This design comes from an exercise in tuning for small area, a short achievable clock period and few clock cycles per item on the open sky130 flow, not from production work. Only simulation tests tie the RTL to the original design; equivalence was not proved.

### design.v
module muldiv_engine #(
  parameter int WIDTH      = 32,
  parameter int MUL_STAGES = 2
) (
  input  logic             clock,
  input  logic             reset,
  input  logic             flush,
  input  logic [WIDTH-1:0] in_src0,
  input  logic [WIDTH-1:0] in_src1,
  input  logic [1:0]       in_op,
  input  logic             in_sign,
  input  logic             in_valid,
  output logic             in_ready,
  output logic             out_valid,
  input  logic             out_ready,
  output logic [WIDTH-1:0] out_res0,
  output logic [WIDTH-1:0] out_res1,
  output logic             busy
);
  localparam int CW = $clog2(WIDTH + 1);
  localparam logic [1:0] IDLE = 2'd0;
  localparam logic [1:0] MUL  = 2'd1;
  localparam logic [1:0] DIV  = 2'd2;
  localparam logic [1:0] DONE = 2'd3;
  localparam logic [1:0] OP_MUL = 2'd1;
  localparam logic [1:0] OP_DIV = 2'd2;
  localparam logic [WIDTH-1:0] MOST_NEG = {1'b1, {(WIDTH-1){1'b0}}};
  logic [1:0]       state;
  logic [CW-1:0]    cnt;        
  logic [WIDTH-1:0] res0, res1;
  logic [WIDTH-1:0] op0, op1;
  logic             sign_q;
  logic             q_neg, r_neg;
  logic             div_dz, div_ovf;
  logic [WIDTH-1:0] quo;        
  logic [WIDTH-1:0] rem;
  logic [WIDTH-1:0] dvs;
  logic accept;
  assign in_ready  = (state == IDLE) && !flush;
  assign accept    = in_valid && in_ready;
  assign out_valid = (state == DONE);
  assign busy      = (state != IDLE);
  assign out_res0  = res0;
  assign out_res1  = res1;
  logic             src0_neg, src1_neg;
  logic [WIDTH-1:0] mag0, mag1, div_init;
  logic [CW-1:0]    div_steps;
  assign src0_neg = in_sign & in_src0[WIDTH-1];
  assign src1_neg = in_sign & in_src1[WIDTH-1];
  assign mag0     = src0_neg ? -in_src0 : in_src0;
  assign mag1     = src1_neg ? -in_src1 : in_src1;
  assign div_steps = CW'(WIDTH);
  assign div_init  = mag0;
  logic [WIDTH:0] rem_sh, trial;
  logic           ge;
  assign rem_sh = {rem, quo[WIDTH-1]};
  assign trial  = rem_sh - {1'b0, dvs};
  assign ge     = rem_sh[WIDTH] | ~trial[WIDTH];
  logic [2*WIDTH-1:0] ext0, ext1, prod;
  assign ext0 = {{WIDTH{sign_q & op0[WIDTH-1]}}, op0};
  assign ext1 = {{WIDTH{sign_q & op1[WIDTH-1]}}, op1};
  assign prod = ext0 * ext1;
  always_ff @(posedge clock) begin
    if (reset) begin
      state <= IDLE;
      cnt   <= '0;
      res0  <= '0;
      res1  <= '0;
    end else if (flush) begin
      state <= IDLE;
    end else begin
      case (state)
        IDLE: begin
          if (accept) begin
            case (in_op)
              OP_MUL: begin
                state <= MUL;
                cnt   <= CW'(MUL_STAGES - 1);
              end
              OP_DIV: begin
                state <= DIV;
                cnt   <= div_steps;
              end
              default: ;   
            endcase
          end
        end
        MUL: begin
          if (cnt == '0) begin
            state        <= DONE;
            {res1, res0} <= prod;
          end else begin
            cnt <= cnt - CW'(1);
          end
        end
        DIV: begin
          if (div_dz) begin
            state <= DONE;
            res0  <= '1;
            res1  <= op0;
          end else if (div_ovf) begin
            state <= DONE;
            res0  <= op0;
            res1  <= '0;
          end else if (cnt != '0) begin
            cnt <= cnt - CW'(1);
          end else begin
            state <= DONE;
            res0  <= q_neg ? -quo : quo;
            res1  <= r_neg ? -rem : rem;
          end
        end
        DONE: begin
          if (out_ready) state <= IDLE;
        end
        default: state <= IDLE;
      endcase
    end
  end
  always_ff @(posedge clock) begin
    if (accept) begin
      op0     <= in_src0;
      op1     <= in_src1;
      sign_q  <= in_sign;
      q_neg   <= src0_neg ^ src1_neg;
      r_neg   <= src0_neg;
      div_dz  <= (in_src1 == '0);
      div_ovf <= in_sign && (in_src0 == MOST_NEG) && (&in_src1);
      quo     <= div_init;
      rem     <= '0;
      dvs     <= mag1;
    end else if (state == DIV && cnt != '0) begin
      quo <= {quo[WIDTH-2:0], ge};
      rem <= ge ? trial[WIDTH-1:0] : rem_sh[WIDTH-1:0];
    end
  end
endmodule
### run.sh
#!/bin/bash
# synth_recipe.tcl (not shown) runs the flow's synth.tcl, then flattens the netlist and writes it again
# the make line also repeats each setting of config.mk as NAME=value (left out here)
make -C /OpenROAD-flow-scripts/flow DESIGN_CONFIG=/design/flow/config.mk WORK_HOME=/design/flow/orfs CLKGATE_MAP_FILE= SYNTH_SCRIPT=/design/flow/synth_recipe.tcl finish
### config.mk
export PLATFORM = sky130hd
export DESIGN_NAME = muldiv_engine
export DESIGN_NICKNAME = muldiv_engine
export VERILOG_FILES = /design/flow/design.v
export SDC_FILE = /design/flow/constraint.sdc
export NUM_CORES = 4
export LEC_CHECK = 0
export CAP_MARGIN = 20
export CORE_MARGIN = 2
export CORE_UTILIZATION = 40
export SLEW_MARGIN = 20
### constraint.sdc
create_clock -name core_clock -period 11.0 [get_ports {clock}]
set_input_delay 2.2000 -clock core_clock [delete_from_list [all_inputs] [get_ports {clock}]]
set_output_delay 2.2000 -clock core_clock [all_outputs]
set_load 0.01 [all_outputs]
==> notes.md <==
* Worst setup EP type: register
* Setup Buffers After CTS at 0
* Row count at 132
* CP required at ~11,000 ps
* Clock insertion delay at the later pin of the skew report at 580 ps
* Clock Sinks at 236
* RSZ-0062 raised after global routing: false
* Setup CP Type: register to register
* Commonest cells after routing, fill and taps aside: 1,172 x inv_1, 1,126 x fa_1, 888 x nand2_1
* CTS Hold Bufs at 0
* Synth Register Bits at 236
* Yosys Warn Count at 1
* Syn_nets at 7,181
* Clock period minus worst slack at 9210 ps
* Max stage delay on crit path at around 860 ps
* Dpl ws at 1880 ps
* Most common cell after layout, fill and taps aside: inv_1
* WL/cell at 20.7 um
* Drt initial violations at 2,842
* Clock buffer count from CTS at 28
* Die ar. at 0.133 mm^2
* Avg Synthesized Cell Area at 9.05 um^2
* Nets at 7,109
* Input/output buffers at 138
* Gp weighted congestion at 0.924
* Routed vias/inst at between 5 and 6
* CP startpoint kind: register
* Measured slew at the worst slew-check pin at 1120 ps
* Count of different cell masters after synthesis at 79
* Die Y at 364 um
* Clock Tree Buf Depth at 3
* Max-slew violations at 0
* Die Span X at around 360 um
* Total GRT Usage at 0.238
* Tcrit/Tclk final at 0.837
* First drt pass iteration count at 6
* CTS tree: done
* Setup tns final at 0 ps
* Post-route ant nets at 0
* Ports at 139
* H-Tree Depth at 1
* Vias in the first global route at 41.2k
* DR DRC count at 0
* Register area share after synthesis at 0.117
* Final wirelength at 154 mm
* Fmax at roughly 110 MHz
* Mapped Area at 0.0519 mm^2
* Initial antenna violation count at 5
* Root Buffer: clkbuf_16
* Worst Clk Skew at 21.7 ps
* Critical path peak fanout at 21
* Max_cap viols at 0
* Asr flop ratio synth at 0
* Post-Syn Instances at 5,728
* Hold slack at 453 ps
* Syn-to-layout area delta at 7.48%
* Vias at 38.9k
* Worst-path clk slew at ~70 ps
* Critical path's slowest cell: fa_1
* Largest net degree at the start of global routing at 86
* Starting Density at 0.402
* Core box area at 0.129 mm^2
* Worst path most repeated cell: fa_1
* GRT overflow at 0
* Share of layout cells above drive strength 1 at 0.0335
* Setup Viol. Count Final at 0
* Post-cts resize count at 0
* Final instance area at 0.0557 mm^2
* Relative slew slack at 0.256
* First-pass GRT wire length at between 200 and 250 mm
* Arr. time, crit path at between 9000 and 10,000 ps
* Hpwl dp at 125 mm
* Synth Flop Type: edfxtp_1
* Status: complete, no violations
* Dpl cell area at 0.0548 mm^2
* Final WS setup at 1790 ps
* Hold/Removal Path Class: register to register
* Number of synthesized flops with an enable pin at 132
* Final Hold Fails at 0
-- through the flow --
| step | util | instances |
|---|---|---|
| 5_1_grt | 0.431 | 7420 |
| 2_1_floorplan | - | 5728 |
| 6_report | 0.432 | 7424 |
| 3_5_place_dp | 0.424 | 7368 |
| 3_3_place_gp | 0.424 | 7368 |
| 4_1_cts | 0.431 | 7420 |
-- worst paths after layout --
| path | from | endpoint | slack [ps] | cells after the start |
|---|---|---|---|---|
| hold / removal | res0[1] | res0[1] | 450 | 2 |
| setup reg to reg | sign_q | res1[29] | 1790 | 29 |
| hold reg to reg | res0[1] | res0[1] | 450 | 2 |
| setup / recovery | sign_q | res1[29] | 1790 | 29 |
-- logic make-up (layout without fill, tap and decap cells) --
| logic type | Yosys count | count (layout) | synth area share |
|---|---|---|---|
| mux | 21 | 21 | 0.00434 |
| other cells | 0 | 4 | 0 |
| fa+ha+maj | 1381 | 1381 | 0.496 |
| buf+inv | 1507 | 1457 | 0.111 |
| xor+xnor | 213 | 213 | 0.0360 |
| flops | 236 | 236 | 0.117 |
| compound gates | 696 | 696 | 0.0849 |
| simple gates | 1674 | 1674 | 0.152 |
-- flip-flops by register name (all words and copies together) (netlist names) --
name and flops:
cnt 6, div_dz 1, div_ovf 1, dvs 31
op0 32, op1 32, q_neg 1, quo 32
r_neg 1, rem 32, res0 32, res1 32
sign_q 1, state 2
-- cell type report --
class,count,area [um^2]
multi-input combinational,3985,40100
fill,12900,73400
clock inverter,4,46.3
inverter,1175,4410
sequential,236,6050
clock buffer,48,877
tap,1742,2180
timing repair buffer,230,2070
antenna,4,10.0
-- critical path: cells and delay by family (launching register included) --
kind,cells,cell delay (ps)
flip-flops,1,320
AO/OA/AOI/OAI,10,1900
buffers and inverters,8,1340
AND/OR/NAND/NOR,2,880
adder cells (fa/ha/maj),9,4640
-- cell usage after synthesis, types with 9 or more instances --
| master | number | area share |
|---|---|---|
| inv_1 | 1173 | 0.085 |
| fa_1 | 1126 | 0.43 |
| nand2_1 | 889 | 0.064 |
| and2_1 | 365 | 0.044 |
| clkbuf_1 | 318 | 0.023 |
| ha_1 | 255 | 0.062 |
| a21oi_1 | 209 | 0.020 |
| o21ai_0 | 182 | 0.018 |
| nor2_1 | 163 | 0.012 |
| edfxtp_1 | 132 | 0.076 |
| xnor2_1 | 123 | 0.021 |
| dfxtp_1 | 104 | 0.040 |
| xor2_1 | 90 | 0.015 |
| a21o_1 | 50 | 0.0072 |
| nor3_1 | 47 | 0.0045 |
| o31ai_1 | 35 | 0.0051 |
| nand4_1 | 33 | 0.0040 |
| and3_1 | 32 | 0.0039 |
| o221ai_1 | 29 | 0.0049 |
| a211oi_1 | 22 | 0.0032 |
| nand3_1 | 22 | 0.0021 |
| nand2b_1 | 21 | 0.0025 |
| a31oi_1 | 20 | 0.0024 |
| o211ai_1 | 18 | 0.0026 |
| or2_2 | 17 | 0.0021 |
| o41ai_1 | 15 | 0.0025 |
| nor4_1 | 14 | 0.0017 |
| mux2_2 | 12 | 0.0026 |
| o21bai_1 | 12 | 0.0017 |
| or3_1 | 12 | 0.0014 |
| a221o_1 | 11 | 0.0021 |
| a221oi_1 | 11 | 0.0019 |
| nor2b_1 | 11 | 0.0013 |
| or4_1 | 11 | 0.0016 |
| o21a_1 | 10 | 0.0014 |
| mux2i_1 | 9 | 0.0017 |
-- metal layers --
metal | track usage | wire (um)
met5 | 0 | 0
met3 | 0.0233 | 8580
met2 | 0.405 | 74700
met1 | 0.320 | 65100
met4 | 0.0756 | 5520
Testbench counts, summed over its fixed seeds: cycles 61,501, items 3,200.

port drivers added, routing unchanged:
In the flow no input, the clock included, has a driving cell. The finished layout below was timed again as built, in two steps.
Step 1: set_driving_cell puts a clkbuf_16 on clock and a buf_2 on each other input, an assumption about the parent block.
Step 2 also shifts input and output timing later by t, the mid clock arrival at the registers, as if the neighbouring blocks saw the same clock.
a / b / c = ideal ports / drivers / drivers and shift; a / b = the first two.
shift t [ns]: 0.629
setup slack, ns: 1.793 / 1.793 / 1.793
hold WS [ns]: 0.453 / 0.453 / 0.453
worst data-port slew with drivers (ns): 0.07
After both steps setup and hold are still met in this run. The setup slack of this run moves by 0.000 ns with the drivers and by 0.000 ns with both steps.
